This is an optimization exercise on Yosys and OpenROAD, whose aim is small area, a short achievable clock period and few clock cycles, not a production implementation.
Function was checked by simulation only, so behaviour that the tests miss may differ from the original.
No activity file was given, so power comes from the tool's default toggle rates.

File: run.sh
#!/bin/bash
# synth_recipe.tcl (not shown) runs the flow's synth.tcl, then flattens the netlist and writes it again
# the make line also repeats each setting of config.mk as NAME=value (left out here)
make -C /OpenROAD-flow-scripts/flow DESIGN_CONFIG=/design/flow/config.mk WORK_HOME=/design/flow/orfs CLKGATE_MAP_FILE= SYNTH_SCRIPT=/design/flow/synth_recipe.tcl finish
File: design.v
`timescale 1ns/1ps
package dcp_pkg;
    typedef logic [7:0]             byte_t;
    typedef logic [31:0]            word_t;
    typedef logic [8-1:0] mem_addr_t;
    typedef logic                   print_kind_t;
    typedef enum logic [2:0] {
        INIT,
        SCAN,
        PRINT_HDR,
        PRINT_ADDR,
        PRINT_COLON,
        FETCH,
        PRINT_DATA,
        FINISH
    } dump_state_t;
    typedef enum logic [1:0] {
        RX_IDLE,
        RX_COLLECT,
        RX_ACK
    } rx_state_t;
    typedef enum logic [1:0] {
        TX_IDLE,
        TX_SEND,
        TX_ACK,
        TX_RELEASE
    } tx_state_t;
endpackage
`timescale 1ns/1ps
module dcp_cmd_decode (
    input  logic       clk,
    input  logic       rstn,
    input  logic       rx_valid,
    input  logic [7:0] rx_byte,
    input  logic       finish,
    output logic [7:0] sel_mode
);
    logic idle;
    logic is_cmd;
    assign idle = (sel_mode == 8'h00);
    assign is_cmd = (rx_byte == 8'h44);
    always_ff @(posedge clk or negedge rstn) begin
        if (!rstn) begin
            sel_mode <= '0;
        end else if (finish) begin
            sel_mode <= '0;
        end else if (idle && rx_valid && is_cmd) begin
            sel_mode <= rx_byte;
        end
    end
endmodule
`timescale 1ns/1ps
module dcp_rx_scanner (
    input  logic        clk,
    input  logic        rstn,
    input  logic        rx_valid,
    input  logic [7:0]  rx_byte,
    input  logic        link_req,
    output logic [31:0] link_rdata,
    output logic        link_empty,
    output logic        link_ack
);
    dcp_pkg::rx_state_t  state;
    logic [31:0] acc;
    logic       got_digit;
    logic       ack_q;
    logic       take;
    logic       is_hex;
    logic [3:0] hex_nib;
    always_comb begin
        is_hex  = 1'b1;
        hex_nib = 4'h0;
        if (rx_byte >= 8'h30 && rx_byte <= 8'h39) begin
            hex_nib = rx_byte[3:0];
        end else if ((rx_byte >= 8'h41 && rx_byte <= 8'h46) ||
                     (rx_byte >= 8'h61 && rx_byte <= 8'h66)) begin
            hex_nib = rx_byte[3:0] + 4'd9;
        end else begin
            is_hex = 1'b0;
        end
    end
    assign take = rx_valid && link_req && (state == dcp_pkg::RX_COLLECT);
    assign link_rdata = acc;
    assign link_empty = !got_digit;
    assign link_ack   = ack_q;
    always_ff @(posedge clk or negedge rstn) begin
        if (!rstn) begin
            state     <= dcp_pkg::RX_IDLE;
            got_digit <= 1'b0;
            ack_q     <= 1'b0;
        end else begin
            ack_q <= 1'b0;
            case (state)
                dcp_pkg::RX_IDLE: begin
                    if (link_req) begin
                        got_digit <= 1'b0;
                        state     <= dcp_pkg::RX_COLLECT;
                    end
                end
                dcp_pkg::RX_COLLECT: begin
                    if (take && rx_byte == 8'h0D) begin
                        ack_q <= 1'b1;
                        state <= dcp_pkg::RX_ACK;
                    end else if (take && is_hex) begin
                        got_digit <= 1'b1;
                    end
                end
                dcp_pkg::RX_ACK: begin
                    if (!link_req) begin
                        state <= dcp_pkg::RX_IDLE;
                    end
                end
                default: begin
                    state <= dcp_pkg::RX_IDLE;
                end
            endcase
        end
    end
    always_ff @(posedge clk) begin
        if (state == dcp_pkg::RX_IDLE) begin
            acc <= '0;
        end else if (take && is_hex) begin
            acc <= {acc[27:0], hex_nib};
        end
    end
endmodule
`timescale 1ns/1ps
module dcp_tx_printer (
    input  logic        clk,
    input  logic        rstn,
    input  logic        link_req,
    input  logic        link_kind,
    input  logic [31:0] link_wdata,
    output logic [31:0] link_rdata,
    output logic        link_empty,
    output logic        link_ack,
    input  logic        tx_ready,
    output logic        tx_valid,
    output logic [7:0]  tx_byte
);
    localparam int            NW       = $clog2(8);
    localparam logic [NW-1:0] LAST_NIB = NW'(8 - 1);
    dcp_pkg::tx_state_t     state;
    logic          kind_q;
    logic [31:0]   data_q;
    logic [NW-1:0] nib_cnt;
    logic [3:0]    nibble;
    logic          last;
    logic [7:0]    hex_ch;
    assign nibble = data_q[4 * (LAST_NIB - nib_cnt) +: 4];
    assign last   = (kind_q == 1'b0) || (nib_cnt == LAST_NIB);
    assign hex_ch = (nibble < 4'd10) ? (8'h30 + {4'h0, nibble})
                                     : (8'h37 + {4'h0, nibble});
    assign tx_valid = (state == dcp_pkg::TX_SEND) && tx_ready;
    assign tx_byte  = kind_q ? hex_ch : data_q[7:0];
    assign link_ack   = (state == dcp_pkg::TX_ACK);
    assign link_rdata = data_q;
    assign link_empty = 1'b0;
    always_ff @(posedge clk or negedge rstn) begin
        if (!rstn) begin
            state   <= dcp_pkg::TX_IDLE;
            nib_cnt <= '0;
        end else begin
            case (state)
                dcp_pkg::TX_IDLE: begin
                    if (link_req) begin
                        nib_cnt <= '0;
                        state   <= dcp_pkg::TX_SEND;
                    end
                end
                dcp_pkg::TX_SEND: begin
                    if (tx_ready) begin
                        if (last) begin
                            state <= dcp_pkg::TX_ACK;
                        end else begin
                            nib_cnt <= nib_cnt + 1'b1;
                        end
                    end
                end
                dcp_pkg::TX_ACK: begin
                    state <= dcp_pkg::TX_RELEASE;
                end
                dcp_pkg::TX_RELEASE: begin
                    if (!link_req) begin
                        state <= dcp_pkg::TX_IDLE;
                    end
                end
                default: begin
                    state <= dcp_pkg::TX_IDLE;
                end
            endcase
        end
    end
    always_ff @(posedge clk) begin
        if (state == dcp_pkg::TX_IDLE && link_req) begin
            kind_q <= link_kind;
            data_q <= link_wdata;
        end
    end
endmodule
`timescale 1ns/1ps
module dcp_dump (
    input  logic                   clk,
    input  logic                   rstn,
    input  logic [7:0]             sel_mode,
    output logic                   rx_link_req,
    output logic                   rx_link_kind,
    output logic [31:0]            rx_link_wdata,
    input  logic [31:0]            rx_link_rdata,
    input  logic                   rx_link_empty,
    input  logic                   rx_link_ack,
    output logic                   tx_link_req,
    output logic                   tx_link_kind,
    output logic [31:0]            tx_link_wdata,
    input  logic [31:0]            tx_link_rdata,
    input  logic                   tx_link_empty,
    input  logic                   tx_link_ack,
    output logic [8-1:0] mem_addr,
    input  logic [31:0]            mem_rdata,
    output logic                   finish
);
    localparam int             WCW       = $clog2(8);
    localparam logic [WCW-1:0] LAST_WORD = WCW'(8 - 1);
    dcp_pkg::dump_state_t    state;
    logic           rx_req;
    logic           tx_req;
    logic           hdr_cnt;
    logic           trl_cnt;
    logic [WCW-1:0] word_cnt;
    logic [31:0]    cur_addr;
    logic [31:0]    last_addr;
    logic           start;
    assign start = (sel_mode == 8'h44) && !finish;
    assign rx_link_req   = rx_req;
    assign rx_link_kind  = 1'b1;
    assign rx_link_wdata = last_addr;
    assign tx_link_req   = tx_req;
    assign mem_addr = cur_addr[8-1:0];
    always_comb begin
        tx_link_kind  = 1'b0;
        tx_link_wdata = '0;
        case (state)
            dcp_pkg::PRINT_HDR: begin
                tx_link_wdata = hdr_cnt ? {24'h0, 8'h2D}
                                        : {24'h0, 8'h44};
            end
            dcp_pkg::PRINT_ADDR: begin
                tx_link_kind  = 1'b1;
                tx_link_wdata = cur_addr;
            end
            dcp_pkg::PRINT_COLON: begin
                tx_link_wdata = {24'h0, 8'h3A};
            end
            dcp_pkg::PRINT_DATA: begin
                tx_link_kind  = 1'b1;
                tx_link_wdata = mem_rdata;
            end
            dcp_pkg::FINISH: begin
                tx_link_wdata = trl_cnt ? {24'h0, 8'h0A}
                                        : {24'h0, 8'h0D};
            end
            default: begin
                tx_link_wdata = '0;
            end
        endcase
    end
    always_ff @(posedge clk or negedge rstn) begin
        if (!rstn) begin
            state     <= dcp_pkg::INIT;
            rx_req    <= 1'b0;
            tx_req    <= 1'b0;
            hdr_cnt   <= 1'b0;
            trl_cnt   <= 1'b0;
            word_cnt  <= '0;
            last_addr <= '0;
            finish    <= 1'b0;
        end else begin
            finish <= 1'b0;
            case (state)
                dcp_pkg::INIT: begin
                    if (start) begin
                        state <= dcp_pkg::SCAN;
                    end
                end
                dcp_pkg::SCAN: begin
                    if (rx_link_ack) begin
                        rx_req <= 1'b0;
                        state  <= dcp_pkg::PRINT_HDR;
                    end else begin
                        rx_req <= 1'b1;
                    end
                end
                dcp_pkg::PRINT_HDR: begin
                    if (tx_link_ack) begin
                        tx_req  <= 1'b0;
                        hdr_cnt <= ~hdr_cnt;
                        if (hdr_cnt) begin
                            state <= dcp_pkg::PRINT_ADDR;
                        end
                    end else begin
                        tx_req <= 1'b1;
                    end
                end
                dcp_pkg::PRINT_ADDR: begin
                    if (tx_link_ack) begin
                        tx_req <= 1'b0;
                        state  <= dcp_pkg::PRINT_COLON;
                    end else begin
                        tx_req <= 1'b1;
                    end
                end
                dcp_pkg::PRINT_COLON: begin
                    if (tx_link_ack) begin
                        tx_req   <= 1'b0;
                        word_cnt <= '0;
                        state    <= dcp_pkg::FETCH;
                    end else begin
                        tx_req <= 1'b1;
                    end
                end
                dcp_pkg::FETCH: begin
                    state <= dcp_pkg::PRINT_DATA;
                end
                dcp_pkg::PRINT_DATA: begin
                    if (tx_link_ack) begin
                        tx_req   <= 1'b0;
                        word_cnt <= word_cnt + 1'b1;
                        state    <= (word_cnt == LAST_WORD) ? dcp_pkg::FINISH : dcp_pkg::FETCH;
                    end else begin
                        tx_req <= 1'b1;
                    end
                end
                dcp_pkg::FINISH: begin
                    if (tx_link_ack) begin
                        tx_req  <= 1'b0;
                        trl_cnt <= ~trl_cnt;
                        if (trl_cnt) begin
                            last_addr <= cur_addr + 1'b1;
                            finish    <= 1'b1;
                            state     <= dcp_pkg::INIT;
                        end
                    end else begin
                        tx_req <= 1'b1;
                    end
                end
                default: begin
                    state <= dcp_pkg::INIT;
                end
            endcase
        end
    end
    always_ff @(posedge clk) begin
        if (state == dcp_pkg::SCAN && rx_link_ack) begin
            cur_addr <= rx_link_empty ? last_addr : rx_link_rdata;
        end else if (state == dcp_pkg::FETCH && word_cnt != '0) begin
            cur_addr <= cur_addr + 1'b1;
        end
    end
endmodule
`timescale 1ns/1ps
module dcp_data_mem (
    input  logic                   clk,
    input  logic                   we,
    input  logic [8-1:0] waddr,
    input  logic [31:0]            wdata,
    input  logic [8-1:0] raddr,
    output logic [31:0]            rdata
);
    logic [31:0] mem [0:256-1];
    always_ff @(posedge clk) begin
        if (we) begin
            mem[waddr] <= wdata;
        end
    end
    assign rdata = mem[raddr];
endmodule
`timescale 1ns/1ps
module dcp_top (
    input  logic                   clk,
    input  logic                   rstn,
    input  logic                   rx_valid,
    input  logic [7:0]             rx_byte,
    input  logic                   tx_ready,
    output logic                   tx_valid,
    output logic [7:0]             tx_byte,
    input  logic                   mem_we,
    input  logic [8-1:0] mem_addr,
    input  logic [31:0]            mem_wdata,
    output logic                   busy
);
    logic [7:0]             sel_mode;
    logic                   finish;
    logic [8-1:0] rd_addr;
    logic [31:0]            rd_data;
    logic        rx_req, rx_kind, rx_empty, rx_ack;
    logic [31:0] rx_wdata, rx_rdata;
    logic        tx_req, tx_kind, tx_empty, tx_ack;
    logic [31:0] tx_wdata, tx_rdata;
    assign busy = (sel_mode != 8'h00);
    dcp_cmd_decode u_cmd (
        .clk      (clk),
        .rstn     (rstn),
        .rx_valid (rx_valid),
        .rx_byte  (rx_byte),
        .finish   (finish),
        .sel_mode (sel_mode)
    );
    dcp_rx_scanner u_rx (
        .clk        (clk),
        .rstn       (rstn),
        .rx_valid   (rx_valid),
        .rx_byte    (rx_byte),
        .link_req   (rx_req),
        .link_rdata (rx_rdata),
        .link_empty (rx_empty),
        .link_ack   (rx_ack)
    );
    dcp_tx_printer u_tx (
        .clk        (clk),
        .rstn       (rstn),
        .link_req   (tx_req),
        .link_kind  (tx_kind),
        .link_wdata (tx_wdata),
        .link_rdata (tx_rdata),
        .link_empty (tx_empty),
        .link_ack   (tx_ack),
        .tx_ready   (tx_ready),
        .tx_valid   (tx_valid),
        .tx_byte    (tx_byte)
    );
    dcp_dump u_dump (
        .clk           (clk),
        .rstn          (rstn),
        .sel_mode      (sel_mode),
        .rx_link_req   (rx_req),
        .rx_link_kind  (rx_kind),
        .rx_link_wdata (rx_wdata),
        .rx_link_rdata (rx_rdata),
        .rx_link_empty (rx_empty),
        .rx_link_ack   (rx_ack),
        .tx_link_req   (tx_req),
        .tx_link_kind  (tx_kind),
        .tx_link_wdata (tx_wdata),
        .tx_link_rdata (tx_rdata),
        .tx_link_empty (tx_empty),
        .tx_link_ack   (tx_ack),
        .mem_addr      (rd_addr),
        .mem_rdata     (rd_data),
        .finish        (finish)
    );
    dcp_data_mem u_mem (
        .clk   (clk),
        .we    (mem_we),
        .waddr (mem_addr),
        .wdata (mem_wdata),
        .raddr (rd_addr),
        .rdata (rd_data)
    );
endmodule
File: constraint.sdc
create_clock -name core_clock -period 8.0 [get_ports {clk}]
set_input_delay 1.6000 -clock core_clock [delete_from_list [all_inputs] [get_ports {clk}]]
set_output_delay 1.6000 -clock core_clock [all_outputs]
set_load 0.01 [all_outputs]
File: config.mk
export PLATFORM = sky130hd
export DESIGN_NAME = dcp_top
export DESIGN_NICKNAME = dcp_top
export VERILOG_FILES = /design/flow/design.v
export SDC_FILE = /design/flow/constraint.sdc
export NUM_CORES = 4
export LEC_CHECK = 0
export CAP_MARGIN = 20
export CORE_MARGIN = 2
export CORE_UTILIZATION = 35
export SLEW_MARGIN = 20
export SYNTH_MEMORY_MAX_BITS = 16384
==> flow_metrics.env <==
export IMPL_p_clk_share_pct=43.1
export IMPL_synth_net_count=14275
export IMPL_synth_edf_count=8257
export IMPL_grt_pass1_wl_um=1280000
export IMPL_post_drt_wl_per_cell_um=33.7
export IMPL_cts_buffer_depth=4
export IMPL_status="timing/DRC/antenna clean"
export IMPL_syn_area_per_cell_um2=22.6
export IMPL_fin_crit_ns=6.52
export IMPL_die_w_um=963
export IMPL_hold_slack_ns=0.219
export IMPL_postSynthCellCount=14208
export IMPL_die_h_um=963
export IMPL_place_congestion=0.895
export IMPL_ys_seq_area_share_pct=77.8
export IMPL_fin_nets=14933
export IMPL_finalHoldViolations=0
export IMPL_cts_sinks=8357
export IMPL_crit_type="flop to output port"
export IMPL_path_max_fanout=10
export IMPL_hp_class="primary input to asynchronous set/reset pin"
export IMPL_synth_top_flop_cell="edfxtp_1"
export IMPL_final_cells=27807
export IMPL_cts_htree_levels=6
export IMPL_ys_types=78
export IMPL_root_buffer="clkbuf_16"
export IMPL_power_switching_mw=18.1
export IMPL_io_pins=63
export IMPL_nFillCells=79491
export IMPL_r2r_cells=8
export IMPL_rsz0062_at_grt="no"
export IMPL_grt_usage_pct=19.6
export IMPL_p_total_mw=87.4
export IMPL_grt_overflow_total=0
export IMPL_async_reset_ff_share_pct=0.718
export IMPL_slew_violations=0
export IMPL_num_rows=352
export IMPL_peakVddDrop_mv=0.281
export IMPL_crit_arrival_ns=4.92
export IMPL_dr_first_iter_drc_count=25062
export IMPL_dp_cells=26194
export IMPL_yosysTopAreaCellShare_pct=77.1
export IMPL_p_int_mw=69.3
export IMPL_p_per_area_nw_per_um2=237
export IMPL_ys_top_cells_by_count="edfxtp_1, mux4_2, mux2i_1"
export IMPL_synth_top_area_cell="edfxtp_1"
export IMPL_seq_power_share_pct=55.2
export IMPL_post_cts_buffers=0
export IMPL_viasPerCell=5.67
export IMPL_max_cap_violations=0
export IMPL_clk_pin_slew_worst_paths_ns=0.06
export IMPL_start_kind="flop"
export IMPL_drive_above_1_share_pct=27.2
export IMPL_antenna_found_initial=89
export IMPL_hpwl_um=572000
export IMPL_power_leakage_nw=110
export IMPL_die_area_um2=927000
export IMPL_cp_cell_sequence="mux4_2 -> mux2i_1 -> a21oi_1 -> o2bb2ai_1 -> clkdlybuf4s50_1"
export IMPL_ys_ff_latch=8357
export IMPL_vias=157753
export IMPL_ctsResizeCount=0
export IMPL_tns_ns=0
export IMPL_wl_um=936000
export IMPL_cp_required_ns=6.40
export IMPL_fmax_ghz=0.153
export IMPL_rr_endpoint="u_tx.data_q[4]"
export IMPL_holdBufCountCts=0
export IMPL_grt_pass1_vias=152606
export IMPL_tritoncts="built"
export IMPL_clk_latency_ns=1.23
export IMPL_core_area_um2=917000
export IMPL_fin_skew_ns=0.148
export IMPL_p_sw_share_pct=20.7
export IMPL_layout_worst_path_cycle_share_pct=81.5
export IMPL_pwr_share_comb_pct=1.6
export IMPL_cp_slowest_cell="o2bb2ai_1"
export IMPL_cp_end_kind="output port"
export IMPL_syn_area_um2=322000
export IMPL_start_util_pct=35.1
export IMPL_worst_pin_slew_ns=1.34
export IMPL_synth_area_top_cells="edfxtp_1, mux4_2, mux2i_1"
export IMPL_drtPass1Iterations=9
export IMPL_setup_viol=0
export IMPL_cts_made_buffers=812
export IMPL_grt_start_max_net_pins=175
export IMPL_antenna_violating_nets_post_route=0
export IMPL_drc=0
export IMPL_yosysMostFrequentCell="edfxtp_1"
export IMPL_cpPeakStageDelay_ns=0.97
export IMPL_slew_headroom_pct=10.2
export IMPL_synth_warnings=5
export IMPL_r2r_slack_ns=2.96
export IMPL_syn2layout_area_growth_pct=14.7
export IMPL_portBuffers=62
logic make-up after synthesis:
family,after synthesis,synth area share (%)
flops,8357,77.8
mux,2708,16.6
simple gates,1199,1.64
compound gates,1047,2.29
buf+inv,845,1.52
xor+xnor,38,0.103
fa+ha+maj,14,0.0545
state kept, by name, indices dropped and copies added, names as in the netlist, 2 cells and up, named ones only:
signal and count:
u_tx.data_q 32, u_mem.mem 8192, u_dump.word_cnt 3, u_rx.acc 32, u_tx.nib_cnt 3, u_dump.last_addr 32
u_dump.state 3, u_dump.cur_addr 32, u_tx.state 2, u_cmd.sel_mode 8, u_rx.state 2
cells in the final DEF (no fill, tap or decap), types with 65 or more instances in the layout:
| cell | count |
|---|---|
| edfxtp_1 | 8257 |
| mux4_2 | 2092 |
| clkbuf_16 | 818 |
| mux2i_1 | 590 |
| buf_4 | 384 |
| nand2_1 | 342 |
| nor2_4 | 260 |
| o221ai_1 | 230 |
| clkbuf_1 | 201 |
| a21oi_1 | 200 |
| o22ai_1 | 197 |
| nor2_1 | 194 |
| clkinv_1 | 187 |
| buf_12 | 177 |
| clkinv_2 | 163 |
| nor3_1 | 101 |
| o21ai_0 | 81 |
| a32oi_1 | 77 |
| a211oi_1 | 65 |
layer usage:
| metal | track usage [%] | wire (um) | vias up | share of wire [%] |
|---|---|---|---|---|
| met5 | 0 | 151 | - | 0.016 |
| met4 | 6.68 | 37400 | 20 | 4.0 |
| met3 | 4.74 | 103000 | 1378 | 11 |
| met2 | 29.6 | 424000 | 8734 | 45 |
| met1 | 27.8 | 371000 | 85554 | 40 |
| li1 | - | - | 62067 | - |
layout make-up:
cell class                      instances  area, um^2  share of cell area, %
Antenna cell                           35        87.6                 0.0237
Clock buffer                         1022       21300                   5.76
Clock inverter                        485        4810                   1.30
Inverter                               24         108                 0.0292
Multi-Input combinational cell       5006       68900                   18.7
Sequential cell                      8357      250000                   67.8
Tap cell                            12213       15300                   4.14
Timing Repair Buffer                  665        8310                   2.25
through the flow:
stage | setup WS (ns) | area (um^2) | util [%]
floorplan | 3.54 | 322000 | -
global placement | 1.95 | 340000 | 37.0
detailed placement | 1.86 | 341000 | 37.2
CTS | 1.47 | 367000 | 40.0
global route | 1.30 | 369000 | 40.2
finish | 1.48 | 369000 | 40.2
worst max-delay path by stage:
stage                    startpoint            endpoint  slack (ns)  cells past startpoint
floorplan               mem_addr[0]   u_mem.mem[237][0]        3.54                      6
global placement             mem_we  u_mem.mem[108][11]        1.95                      6
detailed placement           mem_we  u_mem.mem[108][11]        1.86                      6
CTS                 u_tx.nib_cnt[0]          tx_byte[5]        1.47                      5
global route        u_tx.nib_cnt[0]          tx_byte[3]        1.30                      5
finish              u_tx.nib_cnt[0]          tx_byte[3]        1.48                      5
critical path: cells and delay by family (launching register included):
| kind | cells | cell delay [ns] |
|---|---|---|
| AOI/OAI and AO/OA | 2 | 1.23 |
| muxes | 2 | 1.03 |
| DFF | 1 | 0.74 |
| buffers and inverters | 1 | 0.74 |
power by group through the flow:
stage	sequential, mW	clock, mW	combinational, mW
floorplan	49.2	0	0.243
global placement	49.2	0	1.38
detailed placement	49.2	0	1.44
CTS	48.2	38.2	1.43
global route	48.2	39.8	1.51
finish	48.3	37.7	1.44
Testbench counts, summed over its fixed seeds: cycles 54,205.

[separate check: timing with driven ports]
How much do the figures lean on ideal ports? The routed layout below was timed once more, with nothing changed but the port constraints.
Step 1, drivers: a clkbuf_16 drives clk and a buf_2 each remaining input, both assumed.
Step 2 times the ports against the registers' clock, not the clock port: input delays grow and output delays shrink by t, the midpoint of the rising clock arrivals with the driver on.
Three values: ideal, step 1, step 2; two values: the first two.
shift t [ns]: 1.292
setup slack, ns: 1.480 / 1.341 / 1.879
worst setup path at the end: input to register
After both steps this run still meets setup and hold. For this run, drivers alone change the setup slack by -0.139 ns; drivers and shift together by +0.399 ns.
